This design comes from an exercise in tuning for small area, a short achievable clock period and few clock cycles on the open sky130 flow, not from production work.
Only simulation tests tie the RTL to the original design; equivalence was not proved.

run 1:
==> flow/design.v (excerpt) <==
module fp32_mac_core #(
   parameter logic [31:0] CANON_NAN = 32'h7FC00000
) (
   input  logic        CLK_I,
   input  logic        RSTL_I,
   input  logic        IN_VALID_I,
   input  logic [95:0] IN_DATA_I,
   output logic        IN_READY_O,
   output logic        OUT_VALID_O,
   input  logic        OUT_READY_I,
   output logic [31:0] OUT_DATA_O,
   output logic        OVERRUN_O
);
For scale: about 3700 cells after synthesis, about 500 flip-flops, ~36000 sq um of cells after synthesis.
export LEC_CHECK = 0
export CAP_MARGIN = 20
export CORE_MARGIN = 2
export CORE_UTILIZATION = 60
export CTS_BUF_LIST = sky130_fd_sc_hd__clkbuf_8
export CTS_CLUSTER_DIAMETER = 80
export CTS_CLUSTER_SIZE = 14
export SLEW_MARGIN = 20
create_clock -name core_clock -period 10.0 [get_ports {CLK_I}]
standard.sh (not shown) runs the stock make flow with config.mk's settings and CLKGATE_MAP_FILE= SYNTH_SCRIPT=/design/flow/synth_recipe.tcl, a recipe that flattens the netlist after the stock synthesis.
==> flow/flow/run.sh <==
#!/bin/bash
# The standard layout (standard.sh: the standard synthesis and ORFS flow, unchanged), with
#  - a tighter setup target for the timing repair steps: repair_timing works until the setup
#    slack at the fixed 10 ns clock is at least SETUP_SLACK_MARGIN (flow/margin.txt);
#  - the smallest buffer cell for the port buffers (every port still gets its buffer; repair
#    may resize them).
set -euo pipefail
MARGIN=$(cat flow/margin.txt)
bash standard.sh SETUP_SLACK_MARGIN=$MARGIN "BUFFER_PORTS_ARGS=-buffer_cell sky130_fd_sc_hd__buf_1" finish > standard_flow.log 2>&1
==> flow/flow/margin.txt <==
6.3
Testbench counts of run 1, summed over its fixed seeds: cycles 4,848.
--- input diff run 1..run 2 ---
# run 1
export LEC_CHECK = 0
export CAP_MARGIN = 20
export CORE_MARGIN = 2
export CORE_UTILIZATION = 60
export CTS_BUF_LIST = sky130_fd_sc_hd__clkbuf_8
export CTS_CLUSTER_DIAMETER = 80
export CTS_CLUSTER_SIZE = 14
export SLEW_MARGIN = 20
create_clock -name core_clock -period 10.0 [get_ports {CLK_I}]
# run 2
export LEC_CHECK = 0
export CAP_MARGIN = 20
export CORE_MARGIN = 2
export CORE_UTILIZATION = 40
export SLEW_MARGIN = 20
create_clock -name core_clock -period 10.0 [get_ports {CLK_I}]
-- flow/flow/run.sh --
<<< run 1, line 6
#    may resize them).
>>> run 2, line 6
#    may resize them);
#  - clock tree synthesis with clkbuf_8 buffers, clusters of up to 14 sinks within 80 um,
#    and no dummy loads.
<<< run 1, line 9
bash standard.sh SETUP_SLACK_MARGIN=$MARGIN "BUFFER_PORTS_ARGS=-buffer_cell sky130_fd_sc_hd__buf_1" finish > standard_flow.log 2>&1
>>> run 2, line 11
CTS="-sink_clustering_enable -repair_clock_nets -dont_use_dummy_load -sink_clustering_size 14 -sink_clustering_max_diameter 80 -buf_list sky130_fd_sc_hd__clkbuf_8"
bash standard.sh SETUP_SLACK_MARGIN=$MARGIN "BUFFER_PORTS_ARGS=-buffer_cell sky130_fd_sc_hd__buf_1" "CTS_ARGS=$CTS" finish > standard_flow.log 2>&1
==> run summary <==
Run 2 vs. run 1: non-clock buffer share of cell area went up by 0.97 points.
[compare] base=run 1 new=run 2: combined global-route utilization of all metal layers has decreased; worst hold-check slack ~0 delta.
Relative to run 2, the following input files were edited for run 3:
# run 2
export LEC_CHECK = 0
export CAP_MARGIN = 20
export CORE_MARGIN = 2
export CORE_UTILIZATION = 40
export SLEW_MARGIN = 20
create_clock -name core_clock -period 10.0 [get_ports {CLK_I}]
# run 3
export LEC_CHECK = 0
export CAP_MARGIN = 20
export CORE_MARGIN = 2
export CORE_UTILIZATION = 40
export CTS_BUF_LIST = sky130_fd_sc_hd__clkbuf_8
export CTS_CLUSTER_DIAMETER = 80
export CTS_CLUSTER_SIZE = 14
export SLEW_MARGIN = 20
create_clock -name core_clock -period 10.0 [get_ports {CLK_I}]
==> flow/flow/run.sh <==
#!/bin/bash
# The standard layout (standard.sh: the standard synthesis and ORFS flow, unchanged), with
#  - a tighter setup target for the timing repair steps: repair_timing works until the setup
#    slack at the fixed 10 ns clock is at least SETUP_SLACK_MARGIN (flow/margin.txt);
#  - the smallest buffer cell for the port buffers (every port still gets its buffer; repair
#    may resize them).
set -euo pipefail
MARGIN=$(cat flow/margin.txt)
bash standard.sh SETUP_SLACK_MARGIN=$MARGIN "BUFFER_PORTS_ARGS=-buffer_cell sky130_fd_sc_hd__buf_1" finish > standard_flow.log 2>&1
--- outcome ---
Launch point of the critical path = a[13]: run 3; launch point of the critical path = ovf3: run 2
Changes observed in run 3 relative to run 2: setup slack increased 0.072 ns, count of clock-buffer cells in the layout increased 2.1%, met2 track demand over resource in global routing essentially unchanged, global-route wire length before repair essentially unchanged.
Run 3 improves on run 2 in setup slack of the most critical reg-to-reg path.

[port drivers added, routing unchanged]
Ports are ideal in the flow. The routed layouts listed here were re-timed in OpenROAD. Step 1: set_driving_cell puts a clkbuf_16 on CLK_I and a buf_2 on each other input, an assumption about the parent block. Step 2 times the ports against the registers' clock, not the clock port: input delays grow and output delays shrink by t, the midpoint of the rising clock arrivals with the driver on. Three values: no drivers, after step 1, after step 2; two values: the first two.
run | t (ns) | slack for setup (ns) | worst data-port slew with drivers (ns)
run 1 | 0.708 | 6.349 / 6.349 / 6.349 | 0.04
run 2 | 0.734 | 6.302 / 6.302 / 6.302 | 0.07
run 3 | 0.774 | 6.373 / 6.373 / 6.371 | 0.06
After both steps every run listed still meets setup and hold. For run 3, which loses most, drivers alone change the setup slack by 0.000 ns; drivers and shift together by -0.002 ns.
